From an optimization exercise on the open Yosys and OpenROAD flow, aimed at small area, a short achievable clock period and few clock cycles per item; shortcuts taken in it are not production practice. At most, simulation tests tie the RTL to the original design; equivalence was not proved. No activity file was given, so power comes from the tool's default toggle rates.

==> 02-08: inputs <==
// interface_omega_damping
module interface_omega_damping (
  input  logic        clk,
  input  logic        rst,
  input  logic        cfg_we,
  input  logic [1:0]  cfg_index,
  input  logic [16:0] cfg_data,
  input  logic        in_valid,
  output logic        in_ready,
  input  logic        start_of_pass,
  input  logic [16:0] phase_fraction,
  input  logic [31:0] eddy_viscosity,
  input  logic [63:0] cell_volume,
  input  logic [63:0] omega_in,
  output logic        out_valid,
  input  logic        out_ready,
  output logic [63:0] omega_out,
  output logic        was_corrected,
  output logic        saturated,
  output logic [31:0] corrected_so_far,
  output logic [31:0] cells_so_far
);
  logic [16:0] lower_limit;
  logic [16:0] upper_limit;
  logic [15:0] beta_star;
  logic [18:0] g6;     
  logic [20:0] g18;    
  always_ff @(posedge clk) begin
    if (rst) begin
      lower_limit  <= iod_pkg::LOWER_RESET;
      upper_limit  <= iod_pkg::UPPER_RESET;
      g6           <= 19'(iod_pkg::GAIN_RESET) * 19'd6;
      g18          <= 21'(iod_pkg::GAIN_RESET) * 21'd18;
      beta_star    <= iod_pkg::BETA_RESET;
    end else if (cfg_we) begin
      case (cfg_index)
        iod_pkg::REG_LOWER: lower_limit  <= cfg_data;
        iod_pkg::REG_UPPER: upper_limit  <= cfg_data;
        iod_pkg::REG_GAIN: begin
          g6  <= {1'b0, cfg_data[15:0], 2'b0} + {2'b0, cfg_data[15:0], 1'b0};
          g18 <= {1'b0, cfg_data[15:0], 4'b0} + {4'b0, cfg_data[15:0], 1'b0};
        end
        iod_pkg::REG_BETA:  beta_star    <= cfg_data[15:0];
        default: ;
      endcase
    end
  end
  logic        c_v;
  logic        c_corr;
  logic        c_sop;
  logic        c_done;
  logic [4:0]  c_gleft;    
  logic [4:0]  c_mleft;    
  logic [65:0] c_src;      
  logic [63:0] c_om;       
  logic [44:0] c_rem;
  logic [21:0] c_y;
  logic [45:0] c_b;
  logic [37:0] c_u;
  logic [58:0] c_d;
  logic [51:0] c_p;        
  logic        h_v;        
  logic        h_sop;
  logic [63:0] h_omega;
  logic        h1_v;       
  logic        h1_sop;
  logic [63:0] h1_omega;
  logic        d_busy;
  logic        d_sop;
  logic [5:0]  d_left;     
  logic [58:0] d_rem;
  logic [63:0] d_q;
  logic [58:0] d_d;
  logic [60:0] d_d3;
  logic in_window;
  logic accept;
  logic d_free;
  logic take_h;
  logic take_c;
  ...
Settings: LEC_CHECK=0, CAP_MARGIN=20, CORE_MARGIN=2, CORE_UTILIZATION=60, SETUP_SLACK_MARGIN=0.4, SLEW_MARGIN=20; clock period 13.5 ns.
standard.sh (not shown) runs the stock make flow with config.mk's settings and CLKGATE_MAP_FILE= SYNTH_SCRIPT=/design/flow/synth_recipe.tcl, a recipe that flattens the netlist after the stock synthesis.
==> flow/flow/run.sh <==
#!/bin/bash
set -euo pipefail
export BUFFER_PORTS_ARGS="-buffer_cell sky130_fd_sc_hd__buf_2"
bash standard.sh > standard.log 2>&1
==> 06-02 (differences from 02-08) <==
--- a/flow/design.v
+++ b/flow/design.v
@@ -105,37 +105,38 @@
   output logic        was_corrected,
   output logic        saturated,
   output logic [31:0] corrected_so_far,
   output logic [31:0] cells_so_far
 );
   logic [16:0] lower_limit;
   logic [16:0] upper_limit;
+  logic [15:0] damping_gain;
   logic [15:0] beta_star;
   logic [18:0] g6;     
   logic [20:0] g18;    
   always_ff @(posedge clk) begin
     if (rst) begin
       lower_limit  <= iod_pkg::LOWER_RESET;
       upper_limit  <= iod_pkg::UPPER_RESET;
-      g6           <= 19'(iod_pkg::GAIN_RESET) * 19'd6;
-      g18          <= 21'(iod_pkg::GAIN_RESET) * 21'd18;
+      damping_gain <= iod_pkg::GAIN_RESET;
       beta_star    <= iod_pkg::BETA_RESET;
     end else if (cfg_we) begin
       case (cfg_index)
         iod_pkg::REG_LOWER: lower_limit  <= cfg_data;
         iod_pkg::REG_UPPER: upper_limit  <= cfg_data;
-        iod_pkg::REG_GAIN: begin
-          g6  <= {1'b0, cfg_data[15:0], 2'b0} + {2'b0, cfg_data[15:0], 1'b0};
-          g18 <= {1'b0, cfg_data[15:0], 4'b0} + {4'b0, cfg_data[15:0], 1'b0};
-        end
+        iod_pkg::REG_GAIN:  damping_gain <= cfg_data[15:0];
         iod_pkg::REG_BETA:  beta_star    <= cfg_data[15:0];
         default: ;
       endcase
     end
   end
+  always_ff @(posedge clk) begin
+    g6  <= {1'b0, damping_gain, 2'b0} + {2'b0, damping_gain, 1'b0};
+    g18 <= {1'b0, damping_gain, 4'b0} + {4'b0, damping_gain, 1'b0};
+  end
   logic        c_v;
   logic        c_corr;
   logic        c_sop;
   logic        c_done;
   logic [4:0]  c_gleft;    
   logic [4:0]  c_mleft;    
   logic [65:0] c_src;      
@@ -341,15 +342,15 @@
   logic [66:0] r8;
   logic        skip_q;
   logic [5:0]  dleft_n;
   assign c_ovf = (c_d[58:29] == 30'd0) && (c_p[50:22] >= c_d[28:0]);
   logic c_z8;
   logic c_z16;
   logic [60:0] d_lb;
-  assign d_lb = {2'b0, c_d};
+  assign d_lb = (c_step && (c_gleft != 5'd0) && !skip_g) ? {c_d, 2'b0} : {2'b0, c_d};
   logic [51:0] p_nx;
   assign p_nx = (c_mleft != 5'd0) ? {m_sum, c_p[31:2]} : c_p;
   always_ff @(posedge clk) begin
     c_z8  <= (c_mleft[4:1] == 4'd0) && ((d_lb[60:45] != 16'd0) || (p_nx[50:6] < d_lb[44:0]));
     c_z16 <= (c_mleft[4:1] == 4'd0) && ({p_nx[50:0], 10'd0} < d_lb);
   end
   iod_div_step u_div_step (
==> flow/run.sh (new file) <==
#!/bin/bash
# synth_recipe.tcl (not shown) runs the flow's synth.tcl, then flattens the netlist and writes it again
# the make line also repeats each setting of config.mk as NAME=value (left out here)
make -C /OpenROAD-flow-scripts/flow DESIGN_CONFIG=/design/flow/config.mk WORK_HOME=/design/flow/orfs CLKGATE_MAP_FILE= SYNTH_SCRIPT=/design/flow/synth_recipe.tcl finish
- CORE_UTILIZATION: 60 -> 40
removed: flow/flow/run.sh
removed: flow/standard.sh
==> notes <==
In clock power, 06-02 and 02-08 hardly differ. Between 02-08 and 06-02, the lower non-clock buffer count is in 06-02 (gap 1). Of 06-02 and 02-08, 06-02 has the higher cell count (gap about 9%, measured against 02-08). Of 06-02 and 02-08, 02-08 has the higher global-route usage (gap 10 points). Between 02-08 and 06-02, the lower sequential power is in 06-02 (gap about 1%, measured against 06-02). Between 02-08 and 06-02, the lower synthesized cell count is in 02-08 (gap 0.70%, measured against 06-02). Between 06-02 and 02-08, the lower register-to-register slack is in 06-02 (gap 640 ps). Between 02-08 and 06-02, the lower die area is in 02-08 (gap 34%, measured against 06-02).
Testbench counts of 02-08, summed over its fixed seeds: cycles 16,518, items 1,200.
Testbench counts of 06-02, summed over its fixed seeds: cycles 16,475, items 1,200.

---

==> build 32: inputs <==
==> flow/design.v <==
package iod_pkg;
  localparam int COUNT_WIDTH = 32;
  localparam logic [1:0] REG_LOWER = 2'd0;
  localparam logic [1:0] REG_UPPER = 2'd1;
  localparam logic [1:0] REG_GAIN  = 2'd2;
  localparam logic [1:0] REG_BETA  = 2'd3;
  localparam logic [16:0] LOWER_RESET = 17'd0;
  localparam logic [16:0] UPPER_RESET = 17'd65536;
  localparam logic [15:0] GAIN_RESET  = 16'd256;
  localparam logic [15:0] BETA_RESET  = 16'd5898;
endpackage
module iod_cbrt_step (
  input  logic [44:0] rem,
  input  logic [2:0]  grp,
  input  logic [21:0] y,
  input  logic [45:0] b,
  input  logic [37:0] u,
  input  logic [58:0] d,
  input  logic [15:0] beta,
  output logic [44:0] rem_n,
  output logic [21:0] y_n,
  output logic [45:0] b_n,
  output logic [37:0] u_n,
  output logic [58:0] d_n
);
  logic [47:0] cur;
  logic [48:0] diff;
  logic        t;
  logic [45:0] p0, q0, p1, q1;
  logic [45:0] x0s, x0c, x1s, x1c;
  logic [45:0] h0, h1;
  logic [58:0] da, db, dc, ds, dcy;
  assign cur  = {rem, grp};
  assign diff = {1'b0, cur} - {3'b0, b};
  assign t    = !diff[48];
  assign p0  = ~{23'b0, y, 1'b0};
  assign q0  = ~{24'b0, y};
  assign x0s = b ^ p0 ^ q0;
  assign x0c = {(b[44:0] & p0[44:0]) | (b[44:0] & q0[44:0]) | (p0[44:0] & q0[44:0]), 1'b1};
  assign p1  = {21'b0, y, 3'b011};
  assign q1  = {24'b0, y};
  assign x1s = b ^ p1 ^ q1;
  assign x1c = {(b[44:0] & p1[44:0]) | (b[44:0] & q1[44:0]) | (p1[44:0] & q1[44:0]), 1'b0};
  assign h0  = x0s + x0c;
  assign h1  = x1s + x1c;
  assign da  = {d[56:0], 2'b0};
  assign db  = {19'b0, u, 2'b0};
  assign dc  = {43'b0, beta};
  assign ds  = da ^ db ^ dc;
  assign dcy = {(da[57:0] & db[57:0]) | (da[57:0] & dc[57:0]) | (db[57:0] & dc[57:0]), 1'b0};
  assign rem_n = t ? diff[44:0] : cur[44:0];
  assign y_n   = {y[20:0], t};
  assign b_n   = t ? {h1[43:0], 2'b11} : {h0[43:0], 2'b01};
  assign u_n   = t ? ({u[36:0], 1'b0} + {22'b0, beta}) : {u[36:0], 1'b0};
  assign d_n   = t ? (ds + dcy) : da;
endmodule
module iod_div_step (
  input  logic [58:0] rem,
  input  logic [1:0]  bits,
  input  logic [58:0] d,
  input  logic [60:0] d3,
  output logic [58:0] rem_n,
  output logic [1:0]  digit
);
  logic [60:0] r;
  logic [61:0] r1;
  logic [61:0] r2;
  logic [61:0] r3;
  assign r  = {rem, bits};
  assign r1 = {1'b0, r} - {3'b0, d};
  assign r2 = {1'b0, r} - {2'b0, d, 1'b0};
  assign r3 = {1'b0, r} - {1'b0, d3};
  always_comb begin
    if (!r3[61]) begin
      digit = 2'd3;
      rem_n = r3[58:0];
    end else if (!r2[61]) begin
      digit = 2'd2;
      rem_n = r2[58:0];
    end else if (!r1[61]) begin
      digit = 2'd1;
      rem_n = r1[58:0];
    end else begin
      digit = 2'd0;
      rem_n = r[58:0];
    end
  end
endmodule
module interface_omega_damping (
  input  logic        clk,
  input  logic        rst,
  input  logic        cfg_we,
  input  logic [1:0]  cfg_index,
  input  logic [16:0] cfg_data,
  input  logic        in_valid,
  output logic        in_ready,
  input  logic        start_of_pass,
  input  logic [16:0] phase_fraction,
  input  logic [31:0] eddy_viscosity,
  input  logic [63:0] cell_volume,
  input  logic [63:0] omega_in,
  output logic        out_valid,
  input  logic        out_ready,
  output logic [63:0] omega_out,
  output logic        was_corrected,
  output logic        saturated,
  output logic [31:0] corrected_so_far,
  output logic [31:0] cells_so_far
);
  logic [16:0] lower_limit;
  logic [16:0] upper_limit;
  logic [15:0] beta_star;
  logic [18:0] g6;     
  logic [20:0] g18;    
  always_ff @(posedge clk) begin
    if (rst) begin
      lower_limit  <= iod_pkg::LOWER_RESET;
      upper_limit  <= iod_pkg::UPPER_RESET;
      g6           <= 19'(iod_pkg::GAIN_RESET) * 19'd6;
      g18          <= 21'(iod_pkg::GAIN_RESET) * 21'd18;
      beta_star    <= iod_pkg::BETA_RESET;
    end else if (cfg_we) begin
      case (cfg_index)
        iod_pkg::REG_LOWER: lower_limit  <= cfg_data;
        iod_pkg::REG_UPPER: upper_limit  <= cfg_data;
        iod_pkg::REG_GAIN: begin
          g6  <= {1'b0, cfg_data[15:0], 2'b0} + {2'b0, cfg_data[15:0], 1'b0};
          g18 <= {1'b0, cfg_data[15:0], 4'b0} + {4'b0, cfg_data[15:0], 1'b0};
        end
        iod_pkg::REG_BETA:  beta_star    <= cfg_data[15:0];
        default: ;
      endcase
    end
  end
  logic        c_v;
  logic        c_corr;
  logic        c_sop;
  logic        c_done;
  logic [4:0]  c_gleft;    
  logic [4:0]  c_mleft;    
  logic [65:0] c_src;      
  logic [63:0] c_om;       
  logic [44:0] c_rem;
  logic [21:0] c_y;
  logic [45:0] c_b;
  logic [37:0] c_u;
  logic [58:0] c_d;
  logic [51:0] c_p;        
  logic        h_v;        
  logic        h_sop;
  logic [63:0] h_omega;
  logic        h1_v;       
  logic        h1_sop;
  logic [63:0] h1_omega;
  logic        d_busy;
  logic        d_sop;
  logic [5:0]  d_left;     
  logic [58:0] d_rem;
  logic [63:0] d_q;
  logic [58:0] d_d;
  logic [60:0] d_d3;
  logic in_window;
  logic accept;
  logic d_free;
  logic take_h;
  logic take_c;
  logic h_free;
  logic to_h;
  logic to_c;
  logic c_fin;
  logic c_step;
  logic c_ovf;
  logic finish;
  logic emit;
  logic emit_sop;
  logic emit_corr;
  logic c_v_next;
  logic c_fin_next;
  logic h_v_next;
  logic h1_v_next;
  logic d_busy_next;
  logic out_valid_next;
  logic [4:0] gleft_n;
  logic [4:0] mleft_n;
  assign in_window = (phase_fraction > lower_limit) && (phase_fraction < upper_limit);
  assign accept    = in_valid && in_ready;
  assign c_fin     = !c_corr || c_done;
  assign c_step    = c_v && c_corr && !c_done;
  assign d_free    = !d_busy && (!out_valid || out_ready);
  assign take_h    = d_free && h_v;
  assign take_c    = d_free && !h_v && c_v && c_fin;
  assign h_free    = !h1_v || take_h;
  assign to_h      = accept && !in_window && h_free;
  assign to_c      = accept && !to_h;
  assign c_v_next       = to_c || (c_v && !take_c);
  assign c_fin_next     = to_c ? !in_window
                               : (c_fin || ((gleft_n == 5'd0) && (mleft_n == 5'd0)));
  assign h_v_next       = to_h || h1_v || (h_v && !take_h);
  assign h1_v_next      = h1_v ? (to_h || !take_h) : (to_h && h_v && !take_h);
  assign d_busy_next    = (d_busy && !finish) || (take_c && c_corr && !c_ovf);
  assign out_valid_next = (out_valid && !out_ready) || emit;
  always_ff @(posedge clk) begin
    if (rst) begin
      in_ready <= 1'b1;
    end else begin
      in_ready <= !c_v_next || (c_fin_next && !h_v_next && !d_busy_next && !out_valid_next);
    end
  end
  logic [44:0] cs_rem;
  logic [21:0] cs_y;
  logic [45:0] cs_b;
  logic [37:0] cs_u;
  logic [58:0] cs_d;
  logic        skip_g;
  logic [20:0] m_mult;
  logic [21:0] m_sum;
  iod_cbrt_step u_cbrt_step (
    .rem   (c_rem),
    .grp   (c_src[65:63]),
    .y     (c_y),
    .b     (c_b),
    .u     (c_u),
    .d     (c_d),
    .beta  (beta_star),
    .rem_n (cs_rem),
    .y_n   (cs_y),
    .b_n   (cs_b),
    .u_n   (cs_u),
    .d_n   (cs_d)
  );
  assign skip_g  = (c_y == 22'd0) && (c_src[65:54] == 12'd0) && (c_gleft[4:2] != 3'd0);
  assign gleft_n = (c_gleft == 5'd0) ? 5'd0 : skip_g ? c_gleft - 5'd4 : c_gleft - 5'd1;
  assign mleft_n = (c_mleft == 5'd0) ? 5'd0 : c_mleft - 5'd1;
  always_comb begin
    case (c_p[1:0])
      2'd0:    m_mult = 21'd0;
      2'd1:    m_mult = {2'b0, g6};
      2'd2:    m_mult = {1'b0, g6, 1'b0};
      default: m_mult = g18;
    endcase
  end
  assign m_sum = {2'b0, c_p[51:32]} + {1'b0, m_mult};
  always_ff @(posedge clk) begin
    if (rst) begin
      c_v <= 1'b0;
    end else begin
      c_v <= c_v_next;
    end
  end
  always_ff @(posedge clk) begin
    if (in_ready) begin
      c_corr  <= in_window;
      c_sop   <= start_of_pass;
      c_done  <= 1'b0;
      if (cell_volume[63:42] == 22'd0) begin
        c_gleft <= 5'd14;
        c_src   <= {cell_volume[41:0], 24'd0};
      end else if (cell_volume[63:54] == 10'd0) begin
        c_gleft <= 5'd18;
        c_src   <= {cell_volume[53:0], 12'd0};
      end else begin
        c_gleft <= 5'd22;
        c_src   <= {2'b00, cell_volume};
      end
      c_mleft <= 5'd16;
      c_om    <= omega_in;
      c_rem   <= '0;
      c_y     <= '0;
      c_b     <= 46'd1;
      c_u     <= '0;
      c_d     <= '0;
      c_p     <= {20'd0, eddy_viscosity};
    end else if (c_step) begin
      c_gleft <= gleft_n;
      c_mleft <= mleft_n;
      c_done  <= (gleft_n == 5'd0) && (mleft_n == 5'd0);
      if (c_gleft != 5'd0) begin
        if (skip_g) begin
          c_src <= {c_src[53:0], 12'd0};
        end else begin
          c_src <= {c_src[62:0], 3'd0};
          c_rem <= cs_rem;
          c_y   <= cs_y;
          c_b   <= cs_b;
          c_u   <= cs_u;
          c_d   <= cs_d;
        end
      end
      if (c_mleft != 5'd0) begin
        c_p <= {m_sum, c_p[31:2]};
      end
    end
  end
  always_ff @(posedge clk) begin
    if (rst) begin
      h_v  <= 1'b0;
      h1_v <= 1'b0;
    end else begin
      h_v  <= h_v_next;
      h1_v <= h1_v_next;
    end
  end
  always_ff @(posedge clk) begin
    if (take_h && h1_v) begin
      h_sop   <= h1_sop;
      h_omega <= h1_omega;
    end else if (!h_v || take_h) begin
      h_sop   <= start_of_pass;
      h_omega <= omega_in;
    end
    if (!h1_v || take_h) begin
      h1_sop   <= start_of_pass;
      h1_omega <= omega_in;
    end
  end
  logic [58:0] ds_rem;
  logic [1:0]  ds_digit;
  logic [5:0]  dleft_n;
  assign c_ovf = (c_d[58:29] == 30'd0) && (c_p[50:22] >= c_d[28:0]);
  logic c_z8;
  logic c_z16;
  logic c_z4;
  logic c_z12;
  assign c_z4  = (c_d[58:37] != 22'd0) || (c_p[50:14] < c_d[36:0]);
  assign c_z8  = (c_d[58:45] != 14'd0) || (c_p[50:6] < c_d[44:0]);
  assign c_z12 = (c_d[58:53] != 6'd0) || ({c_p[50:0], 2'd0} < c_d[52:0]);
  assign c_z16 = ({c_p[50:0], 10'd0} < {2'd0, c_d});
  iod_div_step u_div_step (
    .rem   (d_rem),
    .bits  (d_q[63:62]),
    .d     (d_d),
    .d3    (d_d3),
    .rem_n (ds_rem),
    .digit (ds_digit)
  );
  assign dleft_n = d_left - 6'd1;
  assign finish  = d_busy && (d_left == 6'd1);
  always_ff @(posedge clk) begin
    if (rst) begin
      d_busy    <= 1'b0;
      out_valid <= 1'b0;
    end else begin
      d_busy    <= d_busy_next;
      out_valid <= out_valid_next;
    end
  end
  always_ff @(posedge clk) begin
    if (!d_busy) begin
      d_rem  <= c_z16 ? {c_p[48:0], 10'd0} : c_z12 ? {6'd0, c_p[50:0], 2'd0} :
                c_z8 ? {14'd0, c_p[50:6]} : c_z4 ? {22'd0, c_p[50:14]} : {30'd0, c_p[50:22]};
      d_d    <= c_d;
      d_d3   <= {2'b0, c_d} + {1'b0, c_d, 1'b0};
      d_left <= c_z16 ? 6'd16 : c_z12 ? 6'd20 : c_z8 ? 6'd24 : c_z4 ? 6'd28 : 6'd32;
      d_sop  <= c_sop;
    end else begin
      d_left <= dleft_n;
      d_rem  <= ds_rem;
    end
  end
  always_ff @(posedge clk) begin
    if (d_busy) begin
      d_q <= {d_q[61:0], ds_digit};
    end else if (d_free) begin
      was_corrected <= !h_v && c_corr;
      saturated     <= !h_v && c_corr && c_ovf;
      if (h_v) begin
        d_q <= h_omega;
      end else if (!c_corr) begin
        d_q <= c_om;
      end else if (c_ovf) begin
        d_q <= '1;
      end else begin
        d_q <= c_z16 ? 64'd0 : c_z12 ? 64'd0 : c_z8 ? {c_p[5:0], 58'd0} :
               c_z4 ? {c_p[13:0], 50'd0} : {c_p[21:0], 42'd0};
      end
    end
  end
  assign omega_out = d_q;
  logic [31:0] tc_inc;
  logic [31:0] cc_inc;
  logic emit_ready;
  assign emit_ready = !d_busy && (h_v || (c_v && c_fin && (!c_corr || c_ovf)));
  assign emit       = finish || ((!out_valid || out_ready) && emit_ready);
  assign emit_sop   = d_busy ? d_sop : h_v ? h_sop : c_sop;
  assign emit_corr  = d_busy || (!h_v && c_corr);
  assign tc_inc = (&cells_so_far) ? cells_so_far : cells_so_far + 32'd1;
  assign cc_inc = (&corrected_so_far) ? corrected_so_far : corrected_so_far + 32'd1;
  always_ff @(posedge clk) begin
    if (rst) begin
      cells_so_far     <= '0;
      corrected_so_far <= '0;
    end else if (emit) begin
      cells_so_far     <= emit_sop ? 32'd1 : tc_inc;
      corrected_so_far <= emit_sop ? {31'd0, emit_corr} : (emit_corr ? cc_inc : corrected_so_far);
    end
  end
endmodule
==> flow/flow/run.sh <==
#!/bin/bash
set -euo pipefail
export BUFFER_PORTS_ARGS="-buffer_cell sky130_fd_sc_hd__buf_2"
bash standard.sh > standard.log 2>&1
==> flow/standard.sh <==
#!/bin/bash
# synth_recipe.tcl (not shown) runs the flow's synth.tcl, then flattens the netlist and writes it again
# the make line also repeats each setting of config.mk as NAME=value (left out here)
make -C /OpenROAD-flow-scripts/flow DESIGN_CONFIG=/design/flow/config.mk WORK_HOME=/design/flow/orfs CLKGATE_MAP_FILE= SYNTH_SCRIPT=/design/flow/synth_recipe.tcl "${@:-finish}"
==> flow/config.mk <==
export PLATFORM = sky130hd
export DESIGN_NAME = interface_omega_damping
export DESIGN_NICKNAME = interface_omega_damping
export VERILOG_FILES = /design/flow/design.v
export SDC_FILE = /design/flow/constraint.sdc
export NUM_CORES = 4
export LEC_CHECK = 0
export CAP_MARGIN = 20
export CORE_MARGIN = 2
export CORE_UTILIZATION = 60
export SETUP_SLACK_MARGIN = 0.4
export SLEW_MARGIN = 20
==> flow/constraint.sdc <==
create_clock -name core_clock -period 13.5 [get_ports {clk}]
set_input_delay 2.7000 -clock core_clock [delete_from_list [all_inputs] [get_ports {clk}]]
set_output_delay 2.7000 -clock core_clock [all_outputs]
set_load 0.01 [all_outputs]
==> inputs of build 48, as changes to build 32 <==
==> flow/design.v, changed modules only <==
module iod_cbrt_step (
  input  logic [44:0] rem,
  input  logic [2:0]  grp,
  input  logic [21:0] y,
  input  logic [45:0] b,
  input  logic [37:0] u,
  input  logic [58:0] d,
  input  logic [15:0] beta,
  input  logic        tu,
  output logic        t_n,
  output logic [44:0] rem_n,
  output logic [21:0] y_n,
  output logic [45:0] b_n,
  output logic [37:0] u_n,
  output logic [58:0] d_n
);
  logic [47:0] cur;
  logic [48:0] diff;
  logic        t;
  logic [45:0] p0, q0, p1, q1;
  logic [45:0] x0s, x0c, x1s, x1c;
  logic [45:0] h0, h1;
  logic [58:0] da, db, dc, ds, dcy;
  assign cur  = {rem, grp};
  assign diff = {1'b0, cur} - {3'b0, b};
  assign t    = !diff[48];
  assign p0  = ~{23'b0, y, 1'b0};
  assign q0  = ~{24'b0, y};
  assign x0s = b ^ p0 ^ q0;
  assign x0c = {(b[44:0] & p0[44:0]) | (b[44:0] & q0[44:0]) | (p0[44:0] & q0[44:0]), 1'b1};
  assign p1  = {21'b0, y, 3'b011};
  assign q1  = {24'b0, y};
  assign x1s = b ^ p1 ^ q1;
  assign x1c = {(b[44:0] & p1[44:0]) | (b[44:0] & q1[44:0]) | (p1[44:0] & q1[44:0]), 1'b0};
  assign h0  = x0s + x0c;
  assign h1  = x1s + x1c;
  assign da  = {d[56:0], 2'b0};
  assign db  = {19'b0, u, 2'b0};
  assign dc  = {43'b0, beta};
  assign ds  = da ^ db ^ dc;
  assign dcy = {(da[57:0] & db[57:0]) | (da[57:0] & dc[57:0]) | (db[57:0] & dc[57:0]), 1'b0};
  assign rem_n = t ? diff[44:0] : cur[44:0];
  assign y_n   = {y[20:0], t};
  assign b_n   = t ? {h1[43:0], 2'b11} : {h0[43:0], 2'b01};
  assign t_n   = t;
  assign u_n   = tu ? ({u[36:0], 1'b0} + {22'b0, beta}) : {u[36:0], 1'b0};
  assign d_n   = tu ? (ds + dcy) : da;
endmodule
module interface_omega_damping (
  input  logic        clk,
  input  logic        rst,
  input  logic        cfg_we,
  input  logic [1:0]  cfg_index,
  input  logic [16:0] cfg_data,
  input  logic        in_valid,
  output logic        in_ready,
  input  logic        start_of_pass,
  input  logic [16:0] phase_fraction,
  input  logic [31:0] eddy_viscosity,
  input  logic [63:0] cell_volume,
  input  logic [63:0] omega_in,
  output logic        out_valid,
  input  logic        out_ready,
  output logic [63:0] omega_out,
  output logic        was_corrected,
  output logic        saturated,
  output logic [31:0] corrected_so_far,
  output logic [31:0] cells_so_far
);
  logic [16:0] lower_limit;
  logic [16:0] upper_limit;
  logic [15:0] damping_gain;
  logic [15:0] beta_star;
  logic [18:0] g6;     
  logic [20:0] g18;    
  always_ff @(posedge clk) begin
    if (rst) begin
      lower_limit  <= iod_pkg::LOWER_RESET;
      upper_limit  <= iod_pkg::UPPER_RESET;
      damping_gain <= iod_pkg::GAIN_RESET;
      beta_star    <= iod_pkg::BETA_RESET;
    end else if (cfg_we) begin
      case (cfg_index)
        iod_pkg::REG_LOWER: lower_limit  <= cfg_data;
        iod_pkg::REG_UPPER: upper_limit  <= cfg_data;
        iod_pkg::REG_GAIN:  damping_gain <= cfg_data[15:0];
        iod_pkg::REG_BETA:  beta_star    <= cfg_data[15:0];
        default: ;
      endcase
    end
  end
  always_ff @(posedge clk) begin
    g6  <= {1'b0, damping_gain, 2'b0} + {2'b0, damping_gain, 1'b0};
    g18 <= {1'b0, damping_gain, 4'b0} + {4'b0, damping_gain, 1'b0};
  end
  logic        c_v;
  logic        c_corr;
  logic        c_sop;
  logic        c_done;
  logic [4:0]  c_gleft;    
  logic [4:0]  c_mleft;    
  logic [65:0] c_src;      
  logic [63:0] c_om;       
  logic [44:0] c_rem;
  logic [21:0] c_y;
  logic [45:0] c_b;
  logic        c_t;        
  logic        c_lag;
  logic [37:0] c_u;
  logic [58:0] c_d;
  logic [51:0] c_p;        
  logic        h_v;        
  logic        h_sop;
  logic [63:0] h_omega;
  logic        h1_v;       
  logic        h1_sop;
  logic [63:0] h1_omega;
  logic        d_busy;
  logic        d_sop;
  logic [5:0]  d_left;     
  logic [58:0] d_rem;
  logic [63:0] d_q;
  logic [58:0] d_d;
  logic [60:0] d_d3;
  logic in_window;
  logic accept;
  logic d_free;
  logic take_h;
  logic take_c;
  logic h_free;
  logic to_h;
  logic to_c;
  logic c_fin;
  logic c_step;
  logic c_ovf;
  logic finish;
  logic emit;
  logic emit_sop;
  logic emit_corr;
  logic c_v_next;
  logic c_fin_next;
  logic h_v_next;
  logic h1_v_next;
  logic d_busy_next;
  logic out_valid_next;
  logic [4:0] gleft_n;
  logic [4:0] mleft_n;
  assign in_window = (phase_fraction > lower_limit) && (phase_fraction < upper_limit);
  assign accept    = in_valid && in_ready;
  assign c_fin     = !c_corr || c_done;
  assign c_step    = c_v && c_corr && !c_done;
  assign d_free    = !d_busy && (!out_valid || out_ready);
  assign take_h    = d_free && h_v;
  assign take_c    = d_free && !h_v && c_v && c_fin;
  assign h_free    = !h1_v || take_h;
  assign to_h      = accept && !in_window && h_free;
  assign to_c      = accept && !to_h;
  assign c_v_next       = to_c || (c_v && !take_c);
  assign c_fin_next     = to_c ? !in_window
                               : (c_fin || c_done_n);
  assign h_v_next       = to_h || h1_v || (h_v && !take_h);
  assign h1_v_next      = h1_v ? (to_h || !take_h) : (to_h && h_v && !take_h);
  assign d_busy_next    = (d_busy && !finish) || (take_c && c_corr && !c_ovf);
  assign out_valid_next = (out_valid && !out_ready) || emit;
  always_ff @(posedge clk) begin
    if (rst) begin
      in_ready <= 1'b1;
    end else begin
      in_ready <= !c_v_next || (c_fin_next && !h_v_next && !d_busy_next && !out_valid_next);
    end
  end
  logic [44:0] cs_rem;
  logic [21:0] cs_y;
  logic [45:0] cs_b;
  logic        cs_t;
  logic        c_nstep;
  logic        c_done_n;
  logic [37:0] cs_u;
  logic [58:0] cs_d;
  logic        skip_g;
  logic [20:0] m_mult;
  logic [21:0] m_sum;
  iod_cbrt_step u_cbrt_step (
    .rem   (c_rem),
    .grp   (c_src[65:63]),
    .y     (c_y),
    .b     (c_b),
    .u     (c_u),
    .d     (c_d),
    .beta  (beta_star),
    .tu    (c_t),
    .t_n   (cs_t),
    .rem_n (cs_rem),
    .y_n   (cs_y),
    .b_n   (cs_b),
    .u_n   (cs_u),
    .d_n   (cs_d)
  );
  assign skip_g  = (c_y == 22'd0) && (c_src[65:54] == 12'd0) && (c_gleft[4:2] != 3'd0);
  assign gleft_n = (c_gleft == 5'd0) ? 5'd0 : skip_g ? c_gleft - 5'd4 : c_gleft - 5'd1;
  assign mleft_n = (c_mleft == 5'd0) ? 5'd0 : c_mleft - 5'd1;
  assign c_nstep  = (c_gleft != 5'd0) && !skip_g;
  assign c_done_n = (gleft_n == 5'd0) && (mleft_n == 5'd0) && !c_nstep;
  always_comb begin
    case (c_p[1:0])
      2'd0:    m_mult = 21'd0;
      2'd1:    m_mult = {2'b0, g6};
      2'd2:    m_mult = {1'b0, g6, 1'b0};
      default: m_mult = g18;
    endcase
  end
  assign m_sum = {2'b0, c_p[51:32]} + {1'b0, m_mult};
  always_ff @(posedge clk) begin
    if (rst) begin
      c_v <= 1'b0;
    end else begin
      c_v <= c_v_next;
    end
  end
  always_ff @(posedge clk) begin
    if (in_ready) begin
      c_corr  <= in_window;
      c_sop   <= start_of_pass;
      c_done  <= 1'b0;
      c_gleft <= 5'd22;
      c_mleft <= 5'd16;
      c_src   <= {2'b00, cell_volume};
      c_om    <= omega_in;
      c_rem   <= '0;
      c_y     <= '0;
      c_b     <= 46'd1;
      c_lag   <= 1'b0;
      c_t     <= 1'b0;
      c_u     <= '0;
      c_d     <= '0;
      c_p     <= {20'd0, eddy_viscosity};
    end else if (c_step) begin
      c_gleft <= gleft_n;
      c_mleft <= mleft_n;
      c_done  <= c_done_n;
      c_lag   <= c_nstep;
      if (c_lag) begin
        c_u <= cs_u;
        c_d <= cs_d;
      end
      if (c_gleft != 5'd0) begin
        if (skip_g) begin
          c_src <= {c_src[53:0], 12'd0};
        end else begin
          c_src <= {c_src[62:0], 3'd0};
          c_rem <= cs_rem;
          c_y   <= cs_y;
          c_b   <= cs_b;
          c_t   <= cs_t;
        end
      end
      if (c_mleft != 5'd0) begin
        c_p <= {m_sum, c_p[31:2]};
      end
    end
  end
  always_ff @(posedge clk) begin
    if (rst) begin
      h_v  <= 1'b0;
      h1_v <= 1'b0;
    end else begin
      h_v  <= h_v_next;
      h1_v <= h1_v_next;
    end
  end
  always_ff @(posedge clk) begin
    if (take_h && h1_v) begin
      h_sop   <= h1_sop;
      h_omega <= h1_omega;
    end else if (!h_v || take_h) begin
      h_sop   <= start_of_pass;
      h_omega <= omega_in;
    end
    if (!h1_v || take_h) begin
      h1_sop   <= start_of_pass;
      h1_omega <= omega_in;
    end
  end
  logic [58:0] ds_rem;
  logic [1:0]  ds_digit;
  logic [66:0] r8;
  logic        skip_q;
  logic [5:0]  dleft_n;
  assign c_ovf = (c_d[58:29] == 30'd0) && (c_p[50:22] >= c_d[28:0]);
  iod_div_step u_div_step (
    .rem   (d_rem),
    .bits  (d_q[63:62]),
    .d     (d_d),
    .d3    (d_d3),
    .rem_n (ds_rem),
    .digit (ds_digit)
  );
  assign r8      = {d_rem, d_q[63:56]};
  assign skip_q  = (r8 < {8'd0, d_d}) && (d_left > 6'd4);
  assign dleft_n = skip_q ? d_left - 6'd4 : d_left - 6'd1;
  assign finish  = d_busy && (d_left == 6'd1);
  always_ff @(posedge clk) begin
    if (rst) begin
      d_busy    <= 1'b0;
      out_valid <= 1'b0;
    end else begin
      d_busy    <= d_busy_next;
      out_valid <= out_valid_next;
    end
  end
  always_ff @(posedge clk) begin
    if (!d_busy) begin
      d_rem  <= {30'd0, c_p[50:22]};
      d_d    <= c_d;
      d_d3   <= {2'b0, c_d} + {1'b0, c_d, 1'b0};
      d_left <= 6'd32;
      d_sop  <= c_sop;
    end else begin
      d_left <= dleft_n;
      d_rem  <= skip_q ? r8[58:0] : ds_rem;
    end
  end
  always_ff @(posedge clk) begin
    if (d_busy) begin
      d_q <= skip_q ? {d_q[55:0], 8'd0} : {d_q[61:0], ds_digit};
    end else if (d_free) begin
      was_corrected <= !h_v && c_corr;
      saturated     <= !h_v && c_corr && c_ovf;
      if (h_v) begin
        d_q <= h_omega;
      end else if (!c_corr) begin
        d_q <= c_om;
      end else if (c_ovf) begin
        d_q <= '1;
      end else begin
        d_q <= {c_p[21:0], 42'd0};
      end
    end
  end
  assign omega_out = d_q;
  logic [31:0] tc_inc;
  logic [31:0] cc_inc;
  logic emit_ready;
  assign emit_ready = !d_busy && (h_v || (c_v && c_fin && (!c_corr || c_ovf)));
  assign emit       = finish || ((!out_valid || out_ready) && emit_ready);
  assign emit_sop   = d_busy ? d_sop : h_v ? h_sop : c_sop;
  assign emit_corr  = d_busy || (!h_v && c_corr);
  assign tc_inc = (&cells_so_far) ? cells_so_far : cells_so_far + 32'd1;
  assign cc_inc = (&corrected_so_far) ? corrected_so_far : corrected_so_far + 32'd1;
  always_ff @(posedge clk) begin
    if (rst) begin
      cells_so_far     <= '0;
      corrected_so_far <= '0;
    end else if (emit) begin
      cells_so_far     <= emit_sop ? 32'd1 : tc_inc;
      corrected_so_far <= emit_sop ? {31'd0, emit_corr} : (emit_corr ? cc_inc : corrected_so_far);
    end
  end
endmodule
==> flow/run.sh (new file) <==
#!/bin/bash
# synth_recipe.tcl (not shown) runs the flow's synth.tcl, then flattens the netlist and writes it again
# the make line also repeats each setting of config.mk as NAME=value (left out here)
make -C /OpenROAD-flow-scripts/flow DESIGN_CONFIG=/design/flow/config.mk WORK_HOME=/design/flow/orfs CLKGATE_MAP_FILE= SYNTH_SCRIPT=/design/flow/synth_recipe.tcl finish
--- a/flow/config.mk
+++ b/flow/config.mk
@@ -7,6 +7,6 @@
 export LEC_CHECK = 0
 export CAP_MARGIN = 20
 export CORE_MARGIN = 2
-export CORE_UTILIZATION = 60
+export CORE_UTILIZATION = 40
 export SETUP_SLACK_MARGIN = 0.4
 export SLEW_MARGIN = 20
removed: flow/flow/run.sh
removed: flow/standard.sh
==> metrics.csv <==
metric;value;unit
place_congestion;1.031;
die_width;348.5;um
muxShareOfSynthArea;2.427;%
ys_ff_latch;939;
sh_seq_area;30.35;%
hold_path_depth;2;
r2r_end;d_rem[12];
dpl.hpwl;171100;um
viasPerCell;6.474;
ir_worst_vdd;0.1723;mV
status;finished clean;
The numbers above come from build 32.

==> metrics.csv <==
metric;value;unit
status;finished clean;
die_width;414.3;um
viasPerCell;5.834;
ir_worst_vdd;0.1257;mV
hold_path_depth;0;
synth_enable_flop_cells;478;
yosys-top-cells-area;edfxtp_1, dfxtp_1, ha_1, a21oi_1, nand2_1;
ys_ff_latch;956;
muxShareOfSynthArea;3.200;%
wl_met1;100000;um
sh_seq_area;31.23;%
r2r_end;d_rem[25];
place_congestion;0.9853;
The numbers above come from build 48.

Testbench counts of build 32, summed over its fixed seeds: cycles 16,327, items 1,200.
No functional check of the RTL was part of build 48.

[static timing again, ports no longer ideal]
The flow's constraints put no driver on any port. The routed layouts listed below were extracted and timed again, unchanged, in two steps. Step 1 assumes that a clkbuf_16 drives the clock port and a buf_2 every other input. Step 2 moves the port delays by t, midway between the first and last clock arrival at a register: inputs arrive t later, outputs are due t later. That takes back most of the time a late clock gives input paths. Three values: ideal ports, drivers, drivers and shift; two values: the first two.
run	t, ns	setup WS [ns]	pins driven straight from the clock port
02-08	0.776	7.641 / 7.641 / 7.524	1
06-02	0.825	7.000 / 7.000 / 7.000	1
build 32	0.817	7.921 / 7.921 / 7.566	1
build 48	0.834	7.491 / 7.491 / 7.434	1
After both steps setup and hold are still met in every run listed. For build 32, which loses most, drivers alone change the setup slack by 0.000 ns; drivers and shift together by -0.355 ns.
